From an optimization exercise on the open Yosys and OpenROAD flow, aimed at small area, a short achievable clock period and few clock cycles; shortcuts taken in it are not production practice.
Function was checked by simulation only, so behaviour that the tests miss may differ from the original.
Power figures rest on the tool's default switching activity, not on a simulated workload.

==> design/flow/design.v <==
package gcr_pkg;
  function automatic logic [7:0] fold_code(input logic [7:0] code);
    logic [7:0] r;
    case (code)
      8'd196:         r = 8'd127;
      8'd214, 8'd246: r = 8'd128;
      8'd220, 8'd252: r = 8'd129;
      8'd228:         r = 8'd130;
      8'd223:         r = 8'd131;
      default:        r = code;
    endcase
    fold_code = r;
  endfunction
  function automatic logic [8:0] first_col(input logic [7:0] code);
    logic [8:0] r;
    case (code)
      8'd32: r = 9'h100;
      8'd33: r = 9'h100;
      8'd34: r = 9'h100;
      8'd35: r = 9'h194;
      8'd36: r = 9'h1A4;
      8'd37: r = 9'h1A6;
      8'd38: r = 9'h1B6;
      8'd39: r = 9'h100;
      8'd40: r = 9'h100;
      8'd41: r = 9'h100;
      8'd42: r = 9'h1A2;
      8'd43: r = 9'h188;
      8'd44: r = 9'h100;
      8'd45: r = 9'h188;
      8'd46: r = 9'h100;
      8'd47: r = 9'h1A0;
      8'd48: r = 9'h1BE;
      8'd49: r = 9'h100;
      8'd50: r = 9'h1C2;
      8'd51: r = 9'h1A2;
      8'd52: r = 9'h18C;
      8'd53: r = 9'h1AF;
      8'd54: r = 9'h1BE;
      8'd55: r = 9'h181;
      8'd56: r = 9'h1B6;
      8'd57: r = 9'h1A6;
      8'd58: r = 9'h100;
      8'd59: r = 9'h100;
      8'd60: r = 9'h188;
      8'd61: r = 9'h194;
      8'd62: r = 9'h1C1;
      8'd63: r = 9'h182;
      8'd64: r = 9'h1BE;
      8'd65: r = 9'h1FE;
      8'd66: r = 9'h1FF;
      8'd67: r = 9'h1BE;
      8'd68: r = 9'h1FF;
      8'd69: r = 9'h1FF;
      8'd70: r = 9'h1FF;
      8'd71: r = 9'h1BE;
      8'd72: r = 9'h1FF;
      8'd73: r = 9'h100;
      8'd74: r = 9'h1B0;
      8'd75: r = 9'h1FF;
      8'd76: r = 9'h100;
      8'd77: r = 9'h1FF;
      8'd78: r = 9'h1FF;
      8'd79: r = 9'h1BE;
      8'd80: r = 9'h1FF;
      8'd81: r = 9'h1BE;
      8'd82: r = 9'h1FF;
      8'd83: r = 9'h1A6;
      8'd84: r = 9'h181;
      8'd85: r = 9'h1BF;
      8'd86: r = 9'h187;
      8'd87: r = 9'h19F;
      8'd88: r = 9'h1E3;
      8'd89: r = 9'h183;
      8'd90: r = 9'h1E1;
      8'd91: r = 9'h100;
      8'd92: r = 9'h182;
      8'd93: r = 9'h100;
      8'd94: r = 9'h184;
      8'd95: r = 9'h1C0;
      8'd96: r = 9'h100;
      8'd97: r = 9'h1B0;
      8'd98: r = 9'h100;
      8'd99: r = 9'h1B8;
      8'd100: r = 9'h100;
      8'd101: r = 9'h1B8;
      8'd102: r = 9'h188;
      8'd103: r = 9'h18C;
      8'd104: r = 9'h1FF;
      8'd105: r = 9'h100;
      8'd106: r = 9'h1A0;
      8'd107: r = 9'h1FF;
      8'd108: r = 9'h100;
      8'd109: r = 9'h1FC;
      8'd110: r = 9'h100;
      8'd111: r = 9'h1B8;
      8'd112: r = 9'h1FC;
      8'd113: r = 9'h198;
      8'd114: r = 9'h1FC;
      8'd115: r = 9'h1C8;
      8'd116: r = 9'h100;
      8'd117: r = 9'h1BC;
      8'd118: r = 9'h19C;
      8'd119: r = 9'h1BC;
      8'd120: r = 9'h1C4;
      8'd121: r = 9'h18C;
      8'd122: r = 9'h1C4;
      8'd123: r = 9'h188;
      8'd124: r = 9'h100;
      8'd125: r = 9'h1C1;
      8'd126: r = 9'h188;
      8'd127: r = 9'h1F9;
      8'd128: r = 9'h1B9;
      8'd129: r = 9'h1BD;
      8'd130: r = 9'h1B1;
      8'd131: r = 9'h1FE;
      8'd196: r = 9'h1F9;
      8'd214: r = 9'h1B9;
      8'd220: r = 9'h1BD;
      8'd223: r = 9'h1FE;
      8'd228: r = 9'h1B1;
      8'd246: r = 9'h1B9;
      8'd252: r = 9'h1BD;
      default: r = 9'h000;
    endcase
    first_col = r;
  endfunction
  function automatic logic [8:0] second_col(input logic [7:0] code);
    logic [8:0] r;
    case (code)
      8'd34: r = 9'h103;
      8'd35: r = 9'h17F;
      8'd36: r = 9'h12A;
      8'd37: r = 9'h116;
      8'd38: r = 9'h149;
      8'd40: r = 9'h11C;
      8'd41: r = 9'h141;
      8'd42: r = 9'h114;
      8'd43: r = 9'h108;
      8'd45: r = 9'h088;
      8'd47: r = 9'h110;
      8'd48: r = 9'h141;
      8'd49: r = 9'h142;
      8'd50: r = 9'h161;
      8'd51: r = 9'h141;
      8'd52: r = 9'h10A;
      8'd53: r = 9'h149;
      8'd54: r = 9'h149;
      8'd55: r = 9'h171;
      8'd56: r = 9'h149;
      8'd57: r = 9'h149;
      8'd60: r = 9'h114;
      8'd61: r = 9'h094;
      8'd62: r = 9'h122;
      8'd63: r = 9'h101;
      8'd64: r = 9'h141;
      8'd65: r = 9'h109;
      8'd66: r = 9'h149;
      8'd67: r = 9'h141;
      8'd68: r = 9'h141;
      8'd69: r = 9'h149;
      8'd70: r = 9'h109;
      8'd71: r = 9'h141;
      8'd72: r = 9'h108;
      8'd73: r = 9'h141;
      8'd74: r = 9'h140;
      8'd75: r = 9'h108;
      8'd76: r = 9'h17F;
      8'd77: r = 9'h104;
      8'd78: r = 9'h102;
      8'd79: r = 9'h141;
      8'd80: r = 9'h109;
      8'd81: r = 9'h141;
      8'd82: r = 9'h109;
      8'd83: r = 9'h149;
      8'd84: r = 9'h101;
      8'd85: r = 9'h140;
      8'd86: r = 9'h118;
      8'd87: r = 9'h160;
      8'd88: r = 9'h114;
      8'd89: r = 9'h104;
      8'd90: r = 9'h151;
      8'd91: r = 9'h17F;
      8'd92: r = 9'h104;
      8'd93: r = 9'h141;
      8'd94: r = 9'h102;
      8'd95: r = 9'h0C0;
      8'd96: r = 9'h101;
      8'd97: r = 9'h14A;
      8'd98: r = 9'h17F;
      8'd99: r = 9'h144;
      8'd100: r = 9'h138;
      8'd101: r = 9'h154;
      8'd102: r = 9'h17E;
      8'd103: r = 9'h152;
      8'd104: r = 9'h104;
      8'd106: r = 9'h140;
      8'd107: r = 9'h110;
      8'd109: r = 9'h104;
      8'd110: r = 9'h178;
      8'd111: r = 9'h144;
      8'd112: r = 9'h114;
      8'd113: r = 9'h124;
      8'd114: r = 9'h108;
      8'd115: r = 9'h154;
      8'd116: r = 9'h102;
      8'd117: r = 9'h140;
      8'd118: r = 9'h120;
      8'd119: r = 9'h140;
      8'd120: r = 9'h128;
      8'd121: r = 9'h150;
      8'd122: r = 9'h164;
      8'd123: r = 9'h136;
      8'd125: r = 9'h141;
      8'd126: r = 9'h104;
      8'd127: r = 9'h114;
      8'd128: r = 9'h144;
      8'd129: r = 9'h140;
      8'd130: r = 9'h148;
      8'd131: r = 9'h101;
      8'd196: r = 9'h114;
      8'd214: r = 9'h144;
      8'd220: r = 9'h140;
      8'd223: r = 9'h101;
      8'd228: r = 9'h148;
      8'd246: r = 9'h144;
      8'd252: r = 9'h140;
      default: r = 9'h000;
    endcase
    second_col = r;
  endfunction
  function automatic logic [8:0] later_col(input logic [1:0] n, input logic [6:0] g);
    logic [8:0] r;
    case ({n, g})
      9'd1: r = 9'h15F;
      9'd3: r = 9'h114;
      9'd4: r = 9'h17F;
      9'd5: r = 9'h108;
      9'd6: r = 9'h155;
      9'd7: r = 9'h103;
      9'd8: r = 9'h122;
      9'd9: r = 9'h122;
      9'd10: r = 9'h17F;
      9'd11: r = 9'h13E;
      9'd12: r = 9'h160;
      9'd13: r = 9'h108;
      9'd14: r = 9'h160;
      9'd15: r = 9'h108;
      9'd16: r = 9'h0C1;
      9'd17: r = 9'h17F;
      9'd18: r = 9'h151;
      9'd19: r = 9'h149;
      9'd20: r = 9'h149;
      9'd21: r = 9'h0C9;
      9'd22: r = 9'h0C9;
      9'd23: r = 9'h109;
      9'd24: r = 9'h0C9;
      9'd25: r = 9'h0C9;
      9'd26: r = 9'h136;
      9'd27: r = 9'h156;
      9'd28: r = 9'h122;
      9'd29: r = 9'h114;
      9'd30: r = 9'h114;
      9'd31: r = 9'h151;
      9'd32: r = 9'h15D;
      9'd33: r = 9'h089;
      9'd34: r = 9'h0C9;
      9'd35: r = 9'h0C1;
      9'd36: r = 9'h0C1;
      9'd37: r = 9'h0C9;
      9'd38: r = 9'h089;
      9'd39: r = 9'h149;
      9'd40: r = 9'h088;
      9'd41: r = 9'h17F;
      9'd42: r = 9'h141;
      9'd43: r = 9'h108;
      9'd44: r = 9'h140;
      9'd45: r = 9'h108;
      9'd46: r = 9'h10C;
      9'd47: r = 9'h0C1;
      9'd48: r = 9'h089;
      9'd49: r = 9'h151;
      9'd50: r = 9'h119;
      9'd51: r = 9'h0C9;
      9'd52: r = 9'h17F;
      9'd53: r = 9'h0C0;
      9'd54: r = 9'h160;
      9'd55: r = 9'h118;
      9'd56: r = 9'h108;
      9'd57: r = 9'h178;
      9'd58: r = 9'h149;
      9'd59: r = 9'h141;
      9'd60: r = 9'h108;
      9'd61: r = 9'h141;
      9'd62: r = 9'h101;
      9'd63: r = 9'h140;
      9'd64: r = 9'h102;
      9'd65: r = 9'h0CA;
      9'd66: r = 9'h144;
      9'd67: r = 9'h0C4;
      9'd68: r = 9'h144;
      9'd69: r = 9'h0D4;
      9'd70: r = 9'h109;
      9'd71: r = 9'h0D2;
      9'd72: r = 9'h084;
      9'd73: r = 9'h17A;
      9'd74: r = 9'h13A;
      9'd75: r = 9'h128;
      9'd76: r = 9'h17F;
      9'd77: r = 9'h118;
      9'd78: r = 9'h104;
      9'd79: r = 9'h0C4;
      9'd80: r = 9'h124;
      9'd81: r = 9'h124;
      9'd82: r = 9'h104;
      9'd83: r = 9'h0D4;
      9'd84: r = 9'h13F;
      9'd85: r = 9'h0C0;
      9'd86: r = 9'h140;
      9'd87: r = 9'h130;
      9'd88: r = 9'h110;
      9'd89: r = 9'h0D0;
      9'd90: r = 9'h154;
      9'd91: r = 9'h141;
      9'd92: r = 9'h17F;
      9'd93: r = 9'h136;
      9'd94: r = 9'h108;
      9'd95: r = 9'h112;
      9'd96: r = 9'h0C4;
      9'd97: r = 9'h0C0;
      9'd98: r = 9'h0C8;
      9'd99: r = 9'h149;
      9'd130: r = 9'h103;
      9'd131: r = 9'h17F;
      9'd132: r = 9'h12A;
      9'd133: r = 9'h134;
      9'd134: r = 9'h122;
      9'd136: r = 9'h141;
      9'd137: r = 9'h11C;
      9'd138: r = 9'h114;
      9'd139: r = 9'h108;
      9'd140: r = 9'h130;
      9'd141: r = 9'h088;
      9'd142: r = 9'h160;
      9'd143: r = 9'h104;
      9'd144: r = 9'h141;
      9'd145: r = 9'h140;
      9'd146: r = 9'h149;
      9'd147: r = 9'h149;
      9'd148: r = 9'h17F;
      9'd149: r = 9'h149;
      9'd150: r = 9'h149;
      9'd151: r = 9'h105;
      9'd152: r = 9'h149;
      9'd153: r = 9'h149;
      9'd154: r = 9'h136;
      9'd155: r = 9'h136;
      9'd156: r = 9'h141;
      9'd157: r = 9'h094;
      9'd158: r = 9'h108;
      9'd159: r = 9'h109;
      9'd160: r = 9'h155;
      9'd161: r = 9'h109;
      9'd162: r = 9'h149;
      9'd163: r = 9'h141;
      9'd164: r = 9'h141;
      9'd165: r = 9'h149;
      9'd166: r = 9'h109;
      9'd167: r = 9'h149;
      9'd168: r = 9'h108;
      9'd169: r = 9'h141;
      9'd170: r = 9'h13F;
      9'd171: r = 9'h114;
      9'd172: r = 9'h0C0;
      9'd173: r = 9'h104;
      9'd174: r = 9'h110;
      9'd175: r = 9'h141;
      9'd176: r = 9'h109;
      9'd177: r = 9'h161;
      9'd178: r = 9'h129;
      9'd179: r = 9'h149;
      9'd180: r = 9'h101;
      9'd181: r = 9'h140;
      9'd182: r = 9'h118;
      9'd183: r = 9'h160;
      9'd184: r = 9'h114;
      9'd185: r = 9'h104;
      9'd186: r = 9'h145;
      9'd187: r = 9'h141;
      9'd188: r = 9'h110;
      9'd189: r = 9'h17F;
      9'd190: r = 9'h102;
      9'd191: r = 9'h0C0;
      9'd193: r = 9'h14A;
      9'd194: r = 9'h144;
      9'd195: r = 9'h144;
      9'd196: r = 9'h144;
      9'd197: r = 9'h154;
      9'd198: r = 9'h101;
      9'd199: r = 9'h152;
      9'd200: r = 9'h104;
      9'd203: r = 9'h144;
      9'd205: r = 9'h104;
      9'd206: r = 9'h104;
      9'd207: r = 9'h144;
      9'd208: r = 9'h124;
      9'd209: r = 9'h114;
      9'd210: r = 9'h104;
      9'd211: r = 9'h154;
      9'd212: r = 9'h142;
      9'd213: r = 9'h140;
      9'd214: r = 9'h120;
      9'd215: r = 9'h140;
      9'd216: r = 9'h128;
      9'd217: r = 9'h150;
      9'd218: r = 9'h14C;
      9'd219: r = 9'h141;
      9'd221: r = 9'h108;
      9'd222: r = 9'h110;
      9'd223: r = 9'h114;
      9'd224: r = 9'h144;
      9'd225: r = 9'h140;
      9'd226: r = 9'h148;
      9'd227: r = 9'h149;
      9'd259: r = 9'h114;
      9'd260: r = 9'h112;
      9'd261: r = 9'h132;
      9'd262: r = 9'h150;
      9'd266: r = 9'h122;
      9'd267: r = 9'h108;
      9'd269: r = 9'h108;
      9'd271: r = 9'h102;
      9'd272: r = 9'h13E;
      9'd274: r = 9'h146;
      9'd275: r = 9'h136;
      9'd276: r = 9'h148;
      9'd277: r = 9'h131;
      9'd278: r = 9'h132;
      9'd279: r = 9'h103;
      9'd280: r = 9'h136;
      9'd281: r = 9'h13E;
      9'd285: r = 9'h114;
      9'd287: r = 9'h106;
      9'd288: r = 9'h11E;
      9'd289: r = 9'h17E;
      9'd290: r = 9'h136;
      9'd291: r = 9'h122;
      9'd292: r = 9'h13E;
      9'd293: r = 9'h141;
      9'd294: r = 9'h109;
      9'd295: r = 9'h13A;
      9'd296: r = 9'h17F;
      9'd298: r = 9'h101;
      9'd299: r = 9'h163;
      9'd300: r = 9'h140;
      9'd301: r = 9'h17F;
      9'd302: r = 9'h17F;
      9'd303: r = 9'h13E;
      9'd304: r = 9'h106;
      9'd305: r = 9'h17E;
      9'd306: r = 9'h146;
      9'd307: r = 9'h132;
      9'd308: r = 9'h101;
      9'd309: r = 9'h13F;
      9'd310: r = 9'h107;
      9'd311: r = 9'h11F;
      9'd312: r = 9'h163;
      9'd313: r = 9'h103;
      9'd314: r = 9'h143;
      9'd316: r = 9'h120;
      9'd318: r = 9'h104;
      9'd319: r = 9'h140;
      9'd321: r = 9'h17C;
      9'd322: r = 9'h138;
      9'd324: r = 9'h17F;
      9'd325: r = 9'h118;
      9'd327: r = 9'h13C;
      9'd328: r = 9'h178;
      9'd333: r = 9'h178;
      9'd334: r = 9'h178;
      9'd335: r = 9'h138;
      9'd336: r = 9'h118;
      9'd337: r = 9'h17C;
      9'd339: r = 9'h124;
      9'd341: r = 9'h13C;
      9'd342: r = 9'h11C;
      9'd343: r = 9'h13C;
      9'd344: r = 9'h144;
      9'd345: r = 9'h13C;
      9'd350: r = 9'h108;
      9'd351: r = 9'h179;
      9'd352: r = 9'h139;
      9'd353: r = 9'h13D;
      9'd354: r = 9'h17D;
      9'd355: r = 9'h136;
      default: r = 9'h000;
    endcase
    later_col = r;
  endfunction
endpackage
module glyph_column_renderer_5x7 (
  input  logic        clk_i,
  input  logic        rst_ni,
  input  logic        start_i,
  output logic        busy_o,
  input  logic [7:0]  char_code_i,
  input  logic [1:0]  font_mode_i,
  input  logic [15:0] pos_x_i,
  input  logic [15:0] pos_y_i,
  output logic        result_valid_o,
  output logic [15:0] column_x_o,
  output logic [15:0] top_y_o,
  output logic [7:0]  row_bits_o,
  output logic [7:0]  row_write_mask_o,
  output logic        last_o,
  output logic [2:0]  char_width_o
);
  logic        valid_q;    
  logic [15:0] x_q;        
  logic        xmax_q;     
  logic [15:0] y_q;        
  logic [6:0]  bits_q;     
  logic        ul_q;       
  logic        col_q;      
  logic        last_q;     
  logic [2:0]  width_q;    
  logic        nz_q;       
  logic [8:0]  pf_q;       
  logic [1:0]  n_q;        
  logic        col4_q;     
  logic [6:0]  g_q;        
  logic        thin_q;     
  logic        busy_q;     
  logic        load;
  logic [7:0]  g_in;
  logic [8:0]  fc;
  logic [8:0]  sc;
  logic [6:0]  nxt_bits;
  logic        nxt_nz;
  logic        ok_in, thin_in, ul_in, nz0_in;
  logic        uline;
  logic [15:0] x_nxt;
  logic        x_nxt_max;
  logic [8:0]  lc;
  logic        valid_d, xmax_d, ul_d, col_d, last_d, nz_d, col4_d, thin_d;
  logic [15:0] x_d, y_d;
  logic [6:0]  bits_d, g_d;
  logic [8:0]  pf_d;
  logic [2:0]  width_d;
  logic [1:0]  n_d;
  assign load   = !valid_q || last_q;
  assign busy_o = busy_q;
  assign g_in    = gcr_pkg::fold_code(char_code_i) - 8'd32;
  assign fc      = gcr_pkg::first_col(char_code_i);
  assign ok_in   = fc[8];
  assign thin_in = !font_mode_i[0];
  assign ul_in   = font_mode_i[1] && ok_in;
  assign nz0_in  = !thin_in || fc[7];
  assign sc      = gcr_pkg::second_col(char_code_i);
  assign uline     = col4_q || (xmax_q && nz_q);
  assign x_nxt     = x_q + {15'd0, nz_q};
  assign x_nxt_max = (&x_q[15:1]) && (x_q[0] ^ nz_q);
  assign nxt_bits  = (thin_q && pf_q[7]) ? 7'd0 : pf_q[6:0];
  assign nxt_nz    = !thin_q || pf_q[8];
  assign lc        = gcr_pkg::later_col(n_q, g_q);
  always_comb begin
    if (load) begin
      valid_d   = start_i;
      x_d       = pos_x_i;
      xmax_d    = (pos_x_i == 16'hFFFF);
      y_d       = pos_y_i;
      bits_d    = fc[6:0];
      ul_d      = ul_in;
      col_d     = ok_in;
      last_d    = !ok_in || (!ul_in && nz0_in && (pos_x_i == 16'hFFFF));
      width_d   = {2'b00, ok_in && nz0_in};
      nz_d      = nz0_in;
      pf_d      = sc;
      n_d       = 2'd0;
      col4_d    = 1'b0;
      g_d       = g_in[6:0];
      thin_d    = thin_in;
    end else begin
      valid_d   = 1'b1;
      x_d       = x_nxt;
      xmax_d    = x_nxt_max;
      y_d       = y_q;
      bits_d    = uline ? 7'd0 : nxt_bits;
      ul_d      = ul_q;
      col_d     = !uline;
      last_d    = uline || (!ul_q && ((n_q == 2'd3) || (nxt_nz && x_nxt_max)));
      width_d   = width_q + {2'b00, nxt_nz && !uline};
      nz_d      = nxt_nz;
      pf_d      = lc;
      n_d       = n_q + 2'd1;
      col4_d    = (n_q == 2'd3);
      g_d       = g_q;
      thin_d    = thin_q;
    end
  end
  always_ff @(posedge clk_i or negedge rst_ni) begin
    if (!rst_ni) begin
      valid_q <= 1'b0;
      busy_q  <= 1'b0;
    end else begin
      valid_q <= valid_d;
      busy_q  <= valid_d && !last_d;
    end
  end
  always_ff @(posedge clk_i) begin
    x_q       <= x_d;
    xmax_q    <= xmax_d;
    y_q       <= y_d;
    bits_q    <= bits_d;
    ul_q      <= ul_d;
    col_q     <= col_d;
    last_q    <= last_d;
    width_q   <= width_d;
    nz_q      <= nz_d;
    pf_q      <= pf_d;
    n_q       <= n_d;
    col4_q    <= col4_d;
    g_q       <= g_d;
    thin_q    <= thin_d;
  end
  assign result_valid_o   = valid_q;
  assign column_x_o       = x_q;
  assign top_y_o          = y_q;
  assign row_bits_o       = {ul_q, bits_q};
  assign row_write_mask_o = {ul_q, {7{col_q}}};
  assign last_o           = last_q;
  assign char_width_o     = width_q;
endmodule
==> design/flow/flow/run.sh <==
#!/bin/bash
# The standard layout (standard.sh) with these changes:
# - synthesis: ABC maps the logic with flow/abc.script (structural choices,
#   then delay-oriented mapping with area recovery and ABC's own buffering
#   and sizing), and Yosys does not extract half/full adder cells. Registers, their names and cell types are those of the
#   standard synthesis.
# - placement: every port still gets a buffer, buf_2 on the inputs and buf_1
#   on the outputs (flow/outbuf.tcl).
set -u
F=$(cd "$(dirname "$0")" && pwd)
export OWN_ABC_SCRIPT=$F/abc.script
ARGS=(SYNTH_SCRIPT=$F/synth_own.tcl ADDER_MAP_FILE=
  "BUFFER_PORTS_ARGS=-inputs -buffer_cell sky130_fd_sc_hd__buf_2"
  PRE_GLOBAL_PLACE_TCL=$F/outbuf.tcl)
bash standard.sh "${ARGS[@]}" cts > standard_make_cts.log 2>&1
bash standard.sh "${ARGS[@]}" SETUP_SLACK_MARGIN=3.2 finish > standard_make_finish.log 2>&1
==> design/flow/flow/abc.script <==
strash
&get -n
&dch
&put
dch
map
topo
buffer -c
upsize -c
dnsize -c
==> design/flow/flow/outbuf.tcl <==
buffer_ports -outputs -buffer_cell sky130_fd_sc_hd__buf_1
==> design/flow/flow/synth_own.tcl <==
# The standard flow's synthesis (synth_recipe.tcl) with one change: ABC maps the logic with
# the script named by OWN_ABC_SCRIPT instead of ORFS's abc_speed/abc_area script.
proc synth {args} { yosys synth -nofsm -noshare {*}$args }
proc abc {args} {
  set i [lsearch -exact $args -script]
  if {$i >= 0 && [info exists ::env(OWN_ABC_SCRIPT)]} {
    set args [lreplace $args [expr {$i + 1}] [expr {$i + 1}] $::env(OWN_ABC_SCRIPT)]
  }
  yosys abc {*}$args
}
source $::env(SCRIPTS_DIR)/synth.tcl
# left out here: clear keep_hierarchy, flatten, clean up, hide names made inside functions, write 1_2_yosys.v
==> design/flow/standard.sh <==
#!/bin/bash
# synth_recipe.tcl (not shown) runs the flow's synth.tcl, then flattens the netlist and writes it again
# the make line also repeats each setting of config.mk as NAME=value (left out here)
make -C /OpenROAD-flow-scripts/flow DESIGN_CONFIG=/design/flow/config.mk WORK_HOME=/design/flow/orfs CLKGATE_MAP_FILE= SYNTH_SCRIPT=/design/flow/synth_recipe.tcl "${@:-finish}"
==> design/flow/config.mk <==
export PLATFORM = sky130hd
export DESIGN_NAME = glyph_column_renderer_5x7
export DESIGN_NICKNAME = glyph_column_renderer_5x7
export VERILOG_FILES = /design/flow/design.v
export SDC_FILE = /design/flow/constraint.sdc
export NUM_CORES = 4
export LEC_CHECK = 0
export CAP_MARGIN = 20
export CORE_MARGIN = 2
export CORE_UTILIZATION = 45
export SETUP_SLACK_MARGIN = 3.5
export SLEW_MARGIN = 20
export SYNTH_MEMORY_MAX_BITS = 8192
==> design/flow/constraint.sdc <==
create_clock -name core_clock -period 6.0 [get_ports {clk_i}]
set_input_delay 1.2000 -clock core_clock [delete_from_list [all_inputs] [get_ports {clk_i}]]
set_output_delay 1.2000 -clock core_clock [all_outputs]
set_load 0.01 [all_outputs]
==> reports/results.tsv, run 1 <==
metric	value	unit
#FFs+latches synth	69	
Antenna Violating Nets Remaining	0	
TNS Setup	0	ps
Final Max Tran Viols	0	
Worst Path Required	6220	ps
max incr delay on CP	480	ps
Die ar.	15770	sq um
hold depth	2	
leakage power	0.002904	uW
Cell Area, Synth	6653	sq um
Final GP Congestion	1.177	
Min-Delay Path Class	reg -> reg	
fmax	366.4	MHz
Clock Pin Slew Worst Setup and Hold Paths	60	ps
Clock Skews	8.195	ps
slew margin rel.	42.15	%
Seq/Total Area, Yosys	24.68	%
EDFF count, synth	25	
post-route setup slack	3270	ps
CP Capture Type	flip-flop	
Netlist cell types	63	
post-detailed-route wirelength per cell	24.89	um
final hold viol count	0	
number of global-route vias before repair	8099	
R2R Setup Slk	3270	ps
CP Max Fanout	37	
ys async rst share	2.899	%
Max-Cap Viols	0	
critical-path cell list	buf_6 -> inv_4 -> nand2_1 -> nor2_1 -> o21ai_0 -> a21oi_1 -> o21ai_1 -> a21oi_1 -> o21bai_1	
clock buffer depth	2	
PortBufs	98	
status	finished clean	
worst slack at placement	2559	ps
arrival time at the worst endpoint	2950	ps
layout cell share with drive strength beyond 1	14.80	%
hold-fix buffer count after cts	0	
synth warn	1	
Core Box Area	14480	sq um
Clock Sinks	69	
Area after DPL	6724	sq um
CTS tree	built	
Tcrit/Tclk final	45.49	%
CTS buffer count	9	
CP Launch Type	flip-flop	
clock latency (worst-skew pair)	330	ps
Peak VDD IR	0.1994	mV
detailed placement HPWL	21.65	mm
Site Rows	44	
DR vias	8930	
largest net degree at the start of global routing	45	
first-pass GRT wire length	46.23	mm
syn nets	1087	
total track usage	37.13	%
DR pass1 iterations	15	
Synth Instances	1042	
R2R cell count	9	
slowest CP cell	nor2_1	
Post-synth top flop	dfxtp_1	
Final setup viols	0	
Nets	1087	
Synth Area per Inst	6.384	sq um
Total Wirelength	30.64	mm
WP depth	9	
CP bufs+invs	2	
final std cell area, no fill	7239	sq um
ANT cells	0	
PwrDens	452.5	nW/um^2
DR vias/cell	7.254	
RSZ-0062 raised after global routing	no	
Die Width	125.6	um
# DRC	0	
Crit path max-delay family	compound AO/OA/AOI/OAI gates	
Die Ht	125.6	um
area delta synth->final	8.821	%
initial core utilization	45.95	%
Design Power	3276	uW
DR iter-0 viols	2065	
Slew @ Worst Pin	864.6	ps
Clock Tree Root	clkbuf_16	
depth of the CTS H-tree	3	
most used cell along the critical path	a21oi_1	
initial antenna violation count	0	
io pins	99	
kind of critical path	reg -> reg	
gr ovfl total	0	
min cycle time layout	2730	ps
## worst paths after layout
kind                       startpoint   endpoint
min reg2reg                   pf_q[2]  bits_q[2]
max in group asynchronous      rst_ni     busy_q
max                            g_q[3]    pf_q[0]
max reg2reg                    g_q[3]    pf_q[0]
min                           pf_q[2]  bits_q[2]
min in group asynchronous      rst_ni    valid_q
## Yosys cell counts, drive strengths merged (8+ instances only)
cell type | count | area share [%]
nand2 | 221 | 13
nor2 | 120 | 7.7
o21ai | 120 | 9.0
a21oi | 94 | 7.2
nand3 | 76 | 6.1
inv | 73 | 4.2
buf | 51 | 5.3
dfxtp | 42 | 13
a31oi | 38 | 3.8
nand4 | 29 | 2.7
edfxtp | 25 | 11
o211ai | 21 | 2.4
clkbuf | 20 | 1.1
nor3 | 14 | 1.1
o31ai | 10 | 1.1
a22oi | 8 | 0.98
o22ai | 8 | 0.75
## registers in the layout, summed over array words and instances (netlist names), 2 cells and up
register  cells
g_q           7
x_q          16
n_q           2
y_q          16
pf_q          9
bits_q        7
width_q       3
## what timing repair did
| action | 4_1_cts | 5_1_grt |
|---|---|---|
| hold endpoints to repair | 0 | 0 |
| gates resized for setup | 52 | 0 |
| setup endpoints to repair | 29 | 0 |
| setup buffers | 9 | 0 |
## layout by cell type (no fill, tap or decap), types with 25 or more instances in the layout
cell / count
inv_1: 57
nor2_1: 93
edfxtp_1: 25
nand4_1: 29
buf_2: 37
a31oi_1: 37
a21oi_1: 89
dfxtp_1: 41
nand2_1: 203
o21ai_0: 98
nand3_1: 71
## where the power goes
group / leakage, uW / total, uW / switching [uW] / internal, uW
Sequential: 0.000626 / 940 / 246 / 694
Combinational: 0.00213 / 1830 / 1340 / 490
Clock: 0.000145 / 504 / 199 / 305
Total: 0.00290 / 3280 / 1790 / 1490
## worst reg2reg max path: stages (launching register included)
cell and delay, ps:
edfxtp_1 390, buf_6 230, inv_4 380, nand2_1 280, nor2_1 480, o21ai_0 260
a21oi_1 180, o21ai_1 150, a21oi_1 180, o21bai_1 80
## final cells by class
class	instances	area, sq um
flip-flops and latches	69	1643
clock buffers	11	254.0
inverters	74	304.0
repair buffers	59	357.8
repair inverters	1	5.005
multi-input cells	828	4412
clock inverters	5	33.78
fillers	1492	7239
well taps	184	230.2
## logic make-up (layout without fill, tap and decap cells)
family	Yosys count	count (layout)	share of synthesized area, %
DFF	69	69	24.68
buffers and inverters	145	150	10.66
AOI/OAI and AO/OA	353	353	32.25
xor gates and xnor gates	1	1	0.1317
and+or+nand+nor	474	474	32.27
## through the flow
step | hold slack (ps) | utilization [%] | cells
finish | 463.1 | 50.00 | 1231
global route | 488.9 | 50.00 | 1231
CTS | 468.6 | 50.00 | 1231
detailed placement | 438.3 | 46.44 | 1205
global placement | 445.4 | 46.44 | 1205
floorplan | 405.6 | - | 1042
## routing by layer
layer	global-route usage, %	share of wire (%)	routed length [um]
met1	48.67	37	11330
met2	49.70	37	11400
met3	18.96	18	5613
met4	18.43	7.4	2269
met5	0	0.091	28
Testbench counts, summed over its fixed seeds: cycles 12,826.
==> inputs of run 2 (changes only) <==
--- a/design/flow/flow/run.sh
+++ b/design/flow/flow/run.sh
@@ -15,2 +15,2 @@
 bash standard.sh "${ARGS[@]}" cts > standard_make_cts.log 2>&1
-bash standard.sh "${ARGS[@]}" SETUP_SLACK_MARGIN=3.2 finish > standard_make_finish.log 2>&1
+bash standard.sh "${ARGS[@]}" SETUP_SLACK_MARGIN=3.5 finish > standard_make_finish.log 2>&1
--- a/design/flow/config.mk
+++ b/design/flow/config.mk
@@ -10,3 +10,3 @@
 export CORE_UTILIZATION = 45
-export SETUP_SLACK_MARGIN = 3.5
+export SETUP_SLACK_MARGIN = 3.8
 export SLEW_MARGIN = 20
==> run 2 against run 1 <==
Largest cell class unchanged. Sequential share of layout area shrank 2.1 points. Non-clock buffer count grew 27. Critical path type unchanged. Die area is the same. Fmax grew 7.8%. Clock skew grew 7.2 ps. Sequential power shrank 2.7%. Register-to-register slack gained 200 ps. Via count grew 2.5%. Area after synthesis is the same. Count of clock-buffer cells in the layout shrank 1. Combinational power grew 8%. Global-route usage grew 1.5 points.
==> reports/results.tsv, run 2 <==
metric	value	unit
arrival time at the worst endpoint	2810	ps
met2 Use GR	51.73	%
gr ovfl total	0	
PwrDens	428.0	nW/um^2
Total Wirelength	31.99	mm
initial core utilization	45.95	%
Max-Cap Viols	0	
total track usage	38.67	%
Site Rows	44	
Cell Area, Synth	6653	sq um
DR vias/cell	7.273	
leakage power	0.003197	uW
io pins	99	
Design Power	3415	uW
Setup crit start	g_q[3]	
top cells by count, synth	nand2_1, nor2_1, o21ai_0, a21oi_1, nand3_1	
slowest CP cell	nor2_1	
largest registers	x_q x16, y_q x16, pf_q x9	
first-pass GRT wire length	47.55	mm
Die ar.	15770	sq um
adder-cell area share of the yosys netlist	0	%
Worst Path Required	6270	ps
CTS buffer count	9	
slew margin rel.	52.53	%
Synth Area in XOR/XNOR	0.1317	%
largest family of logic cells by synthesized area	simple AND/OR/NAND/NOR gates	
gr busiest metal	met2	
RSZ-0062 raised after global routing	no	
Core Box Area	14480	sq um
TNS Setup	0	ps
max incr delay on CP	430	ps
detailed placement HPWL	22.24	mm
Peak VDD IR	0.2141	mV
area delta synth->final	19.94	%
Clock Skews	15.36	ps
post-detailed-route wirelength per cell	25.43	um
Placed Cells	1208	
PortBufs	98	
hold-fix buffer count after cts	0	
Slew @ Worst Pin	711.2	ps
EDFF count, synth	25	
critical-path cell list	buf_8 -> nor2_1 -> nand2_1 -> nor2_1 -> nand2_1 -> a31oi_1 -> o21ai_1 -> a21oi_1	
CP Capture Type	flip-flop	
ys async rst share	2.899	%
layout cell share with drive strength beyond 1	21.97	%
Synth Instances	1042	
clock buffer depth	2	
DR vias	9150	
synth warn	1	
# DRC	0	
status	finished clean	
Synth area leaders	dfxtp_1, nand2_1, edfxtp_1	
reg-to-reg critical path endpoint	pf_q[2]	
Min-Delay Path Class	reg -> reg	
R2R cell count	8	
post-synth top area cell	dfxtp_1	
DR iter-0 viols	1706	
Layout fillers	1394	
Clock Sinks	69	
ANT cells	0	
fmax	394.8	MHz
Netlist cell types	63	
simple-gate share of the synthesized area	32.27	%
commonest non-fill, non-tap cells in the layout	nand2_1, o21ai_0, nor2_1, a21oi_1, nand3_1	
Nets	1114	
area share of the largest cell type after synthesis	12.64	%
Tcrit/Tclk final	42.21	%
Clock Pin Slew Worst Setup and Hold Paths	70	ps
Synth Area per Inst	6.384	sq um
Die Ht	125.6	um
Antenna Violating Nets Remaining	0	
Synth Area in Compound Gates	32.26	%
min cycle time layout	2533	ps
CP Max Fanout	37	
largest net degree at the start of global routing	56	
final hold viol count	0	
clock latency (worst-skew pair)	340	ps
top-count cell post-synth	nand2_1	
CP Capture Point	pf_q[2]	
mux share of post-synthesis cell area	0	%
Final setup viols	0	
Cell Count, Final, Fillers Out	1258	
CP Launch Type	flip-flop	
R2R Setup Slk	3470	ps
most common cell after layout, fill and taps aside	nand2_1	
met1 Use GR	50.48	%
met3 global-route usage	19.98	%
kind of critical path	reg -> reg	
Final Max Tran Viols	0	
Seq/Total Area, Yosys	24.68	%
worst r2r src	g_q[3]	
Final GP Congestion	1.139	
#FFs+latches synth	69	
CTS tree	built	
number of global-route vias before repair	8205	
Post-synth top flop	dfxtp_1	
depth of the CTS H-tree	3	
initial antenna violation count	1	
DR pass1 iterations	12	
Clock Tree Root	clkbuf_16	
Die Width	125.6	um
syn nets	1087	
==> run 2: cell counts after synthesis <==
Identical to the previous run, type by type.
==> run 2: how the worst min path moves through the flow <==
stage	startpoint	to	slack, ps	depth (start not counted)
finish	pf_q[0]	bits_q[0]	440	2
floorplan	pf_q[0]	bits_q[0]	410	2
detailed placement	pf_q[0]	bits_q[0]	440	2
global placement	pf_q[2]	bits_q[2]	460	2
global route	pf_q[0]	bits_q[0]	480	2
CTS	pf_q[0]	bits_q[0]	450	2
==> run 2: cell type report <==
class | instances | area [sq um] | share of cell area [%]
clock inverters | 6 | 42.54 | 0.5332
well taps | 184 | 230.2 | 2.885
flip-flops and latches | 69 | 1643 | 20.59
multi-input cells | 828 | 4715 | 59.09
repair inverters | 1 | 8.758 | 0.1098
clock buffers | 10 | 250.2 | 3.136
repair buffers | 86 | 720.7 | 9.032
inverters | 74 | 369.1 | 4.626
==> run 2: per-stage QoR <==
stage / cell area, sq um / worst slack (ps) / hold WS, ps / utilization [%]
after CTS: 7979 / 3736 / 446.4 / 55.11
after global placement: 6937 / 2593 / 463.3 / 47.91
after detailed placement: 6937 / 2632 / 435.3 / 47.91
after floorplan: 6938 / 3634 / 405.6 / -
final: 7979 / 3467 / 443.3 / 55.11
after global routing: 7979 / 3529 / 480.3 / 55.11
==> run 2: repair_timing <==
action	CTS	global route
gates resized for setup	121	0
setup buffers	32	0
endpoints found under the setup margin	36	0
endpoints found under the hold margin	0	0
==> run 2: layer usage <==
layer	routed length, um	share of wire [%]
met5	0	0
met4	2222	6.9
met3	5865	18
met2	12170	38
met1	11730	37
==> run 2: power by group <==
part	switching [uW]	internal, uW	total (uW)
Sequential	220	695	915
Combinational	1430	544	1970
Clock	221	307	528
Total	1870	1550	3420
==> run 2: kinds of logic after synthesis <==
| kind of cell | count (synthesis) |
|---|---|
| buffers and inverters | 145 |
| xor gates and xnor gates | 1 |
| AOI/OAI and AO/OA | 353 |
| and+or+nand+nor | 474 |
| DFF | 69 |
==> run 2: critical path, delay by kind of cell (launching register included) <==
family | cells | cell delay [ps]
and+or+nand+nor | 4 | 1250
AOI/OAI and AO/OA | 3 | 570
DFF | 1 | 400
buffers and inverters | 1 | 210
==> inputs of run 3 (changes only) <==
--- a/design/flow/flow/run.sh
+++ b/design/flow/flow/run.sh
@@ -14,3 +14,2 @@
   PRE_GLOBAL_PLACE_TCL=$F/outbuf.tcl)
-bash standard.sh "${ARGS[@]}" cts > standard_make_cts.log 2>&1
-bash standard.sh "${ARGS[@]}" SETUP_SLACK_MARGIN=3.5 finish > standard_make_finish.log 2>&1
+bash standard.sh "${ARGS[@]}" finish > standard_make.log 2>&1
--- a/design/flow/config.mk
+++ b/design/flow/config.mk
@@ -10,3 +10,3 @@
 export CORE_UTILIZATION = 45
-export SETUP_SLACK_MARGIN = 3.8
+export SETUP_SLACK_MARGIN = 3.5
 export SLEW_MARGIN = 20
==> run 3 against run 2 <==
Clock power decreased by 4.2%. Hold slack improved by 19 ps. First-iteration DRC count increased by 14%. Clock skew decreased by 7.1 ps. Combinational power decreased by 4%. Wire length decreased by 3.4%. Setup slack got worse by 49 ps. Critical path depth increased by 2. Flip-flop and latch count unchanged. Largest cell class unchanged. Largest power group unchanged. Fmax decreased by 1.9%. Non-clock buffer count decreased by 7. Cell count decreased by 0.48%.
==> reports/results.tsv, run 3 <==
metric	value	unit
status	finished clean	
Peak VDD IR	0.1938	mV
Tcrit/Tclk final	43.03	%
ys async rst share	2.899	%
top cells by count, synth	nand2_1, nor2_1, o21ai_0, a21oi_1, nand3_1	
# DRC	0	
Flop pwr share	28.0	%
DR pass1 iterations	13	
Placed Cells	1205	
top-count cell post-synth	nand2_1	
leakage power	0.003029	uW
Netlist cell types	63	
total track usage	37.13	%
initial core utilization	45.95	%
Max-Cap Viols	0	
layout cell share with drive strength beyond 1	18.26	%
CP bufs+invs	2	
Cell Count, Final, Fillers Out	1252	
Seq/Total Area, Yosys	24.68	%
CP Launch Type	primary input	
Min-Delay Path Class	reg -> reg	
Final GP Congestion	1.177	
Clock Sinks	69	
largest net degree at the start of global routing	45	
CP Max Fanout	31	
Die Width	125.6	um
max incr delay on CP	260	ps
switch share	54.30	%
Total Wirelength	30.91	mm
largest registers	x_q x16, y_q x16, pf_q x9	
Post-synth top flop	dfxtp_1	
DR iter-0 viols	1944	
combinational share of power	56.8	%
clock latency (worst-skew pair)	330	ps
Switching Power	1806	uW
io pins	99	
post-detailed-route wirelength per cell	24.69	um
Synth Instances	1042	
Synth Area per Inst	6.384	sq um
DR vias/cell	7.249	
Core Box Area	14480	sq um
Synth area leaders	dfxtp_1, nand2_1, edfxtp_1	
arrival time at the worst endpoint	2790	ps
area delta synth->final	13.54	%
Area after DPL	6724	sq um
synth warn	1	
TNS Setup	0	ps
Clock Tree Root	clkbuf_16	
Design Power	3326	uW
final std cell area, no fill	7553	sq um
gr ovfl total	0	
CTS buffer count	9	
Final setup viols	0	
Worst Path Required	6210	ps
depth of the CTS H-tree	3	
critical-path cell list	buf_8 -> inv_8 -> nand2_2 -> nand2_2 -> nand2_1 -> o221ai_1 -> nand2_1 -> o21ai_0 -> o211a_1 -> nand3_1	
CP Capture Type	flip-flop	
Crit path max-delay family	simple AND/OR/NAND/NOR gates	
Clock Skews	8.284	ps
syn nets	1087	
Cell Area, Synth	6653	sq um
fmax	387.3	MHz
post-synth top area cell	dfxtp_1	
Clock Pin Slew Worst Setup and Hold Paths	60	ps
Core Util, Final	52.17	%
number of global-route vias before repair	8099	
area share of the largest cell type after synthesis	12.64	%
detailed placement HPWL	21.65	mm
PwrDens	440.3	nW/um^2
PortBufs	98	
Slew @ Worst Pin	858.0	ps
slowest CP cell	o221ai_1	
final hold viol count	0	
Die Ht	125.6	um
RSZ-0062 raised after global routing	yes	
min cycle time layout	2582	ps
Die ar.	15770	sq um
first-pass GRT wire length	46.23	mm
ANT cells	0	
most common cell after layout, fill and taps aside	nand2_1	
clock buffer depth	2	
Final Max Tran Viols	0	
Clk pwr share	15.2	%
commonest non-fill, non-tap cells in the layout	nand2_1, o21ai_0, nor2_1, a21oi_1, nand3_1	
CTS tree	built	
kind of critical path	in -> reg	
DR vias	9076	
Pint	1520	uW
EDFF count, synth	25	
slew margin rel.	42.59	%
Antenna Violating Nets Remaining	0	
Site Rows	44	
initial antenna violation count	0	
#FFs+latches synth	69	
Nets	1108	
==> run 3: cell count changes in the layout (fill, tap and decap cells not counted), sizes merged <==
| cell | before | now |
|---|---|---|
| buf | 85 | 78 |
| clkbuf | 10 | 12 |
| clkinvlp | 3 | 5 |
| inv | 73 | 71 |
| bufbuf | 1 | 0 |
==> run 3: through the flow <==
| step | hold WS (ps) | setup slack (ps) |
|---|---|---|
| 2_1_floorplan | 405.6 | 3513 |
| 3_3_place_gp | 445.4 | 2345 |
| 3_5_place_dp | 438.3 | 2559 |
| 4_1_cts | 468.6 | 3495 |
| 5_1_grt | 488.9 | 3468 |
| 6_report | 462.7 | 3418 |
==> run 3: routing by layer <==
layer  global-route usage, %  wire length (um)  vias up
met5                       0                 0        -
met4                   18.43              2325        0
met3                   18.96              5665      271
met2                   49.70             11550      992
met1                   48.67             11370     4018
li1                        -                 -     3795
==> run 3: kinds of logic (layout without fill, tap and decap cells) <==
kind of cell / Yosys count / after routing / synth area share (%)
AOI/OAI and AO/OA: 353 / 353 / 32.25
buffers and inverters: 145 / 171 / 10.66
xor gates and xnor gates: 1 / 1 / 0.1317
and+or+nand+nor: 474 / 474 / 32.27
DFF: 69 / 69 / 24.68
==> run 3: worst paths after layout <==
| path | depth (start not counted) | slack, ps | start | to |
|---|---|---|---|---|
| hold / removal | 2 | 460 | pf_q[2] | bits_q[2] |
| max in group asynchronous | 1 | 5260 | rst_ni | busy_q |
| setup reg to reg | 10 | 3490 | g_q[2] | pf_q[1] |
| setup / recovery | 10 | 3420 | char_code_i[3] | pf_q[8] |
| hold reg to reg | 2 | 460 | pf_q[2] | bits_q[2] |
| min in group asynchronous | 1 | 640 | rst_ni | valid_q |
==> run 3: worst reg2reg max path, cell delays in order, from the launching register on <==
cell and delay, ps:
edfxtp_1 330, buf_4 350, inv_2 270, nand2_2 270
nor2_2 130, nor2_1 200, o21ai_1 110, o211ai_1 120
o211ai_1 120, a22oi_1 300, o221ai_1 170
==> run 3: final cells by class <==
type                            instances  area (sq um)
Fill cell                            1458          6925
Multi-Input combinational cell        828          4521
Sequential cell                        69          1643
Timing Repair Buffer                   79         541.8
Inverter                               74         317.8
Clock buffer                           11         254.0
Tap cell                              184         230.2
Clock inverter                          5         33.78
Timing Repair inverter                  2         12.51
==> run 3: power by group through the flow <==
stage / combinational [uW] / clock [uW] / sequential [uW]
final: 1890 / 506 / 931
after global routing: 1970 / 532 / 958
after CTS: 1700 / 512 / 939
after detailed placement: 1650 / 0 / 956
after global placement: 1690 / 0 / 958
after floorplan: 1280 / 0 / 860
==> run 3: timing repair <==
action,4_1_cts,5_1_grt
setup endpoints to repair,29,26
gates cloned,1,1
buffers inserted,9,20
hold buffers,0,0
pin swaps,2,9
gates resized for setup,52,46

re-timing with driven ports:
No port has a modelled driver above. Below, the same layouts with a new extraction and two added sets of constraints. Step 1: set_driving_cell puts a clkbuf_16 on clk_i and a buf_2 on each other input, an assumption about the parent block. Step 2 times the ports against the registers' clock, not the clock port: input delays grow and output delays shrink by t, the midpoint of the rising clock arrivals with the driver on. Slacks: no drivers / after step 1 / after step 2; pairs: no drivers / after step 1.
| run | t (ns) | setup WS [ns] | hold WS [ns] | latest minus earliest clock arrival (ns) |
|---|---|---|---|---|
| run 1 | 0.376 | 3.270 / 3.270 / 2.932 | 0.463 / 0.463 / 0.463 | 0.008 / 0.008 |
| run 2 | 0.381 | 3.467 / 3.467 / 3.228 | 0.443 / 0.443 / 0.443 | 0.016 / 0.016 |
| run 3 | 0.373 | 3.418 / 3.427 / 3.054 | 0.463 / 0.463 / 0.463 | 0.008 / 0.008 |
After both steps every run listed still meets setup and hold. For run 3, which loses most, drivers alone change the setup slack by +0.009 ns; drivers and shift together by -0.364 ns.
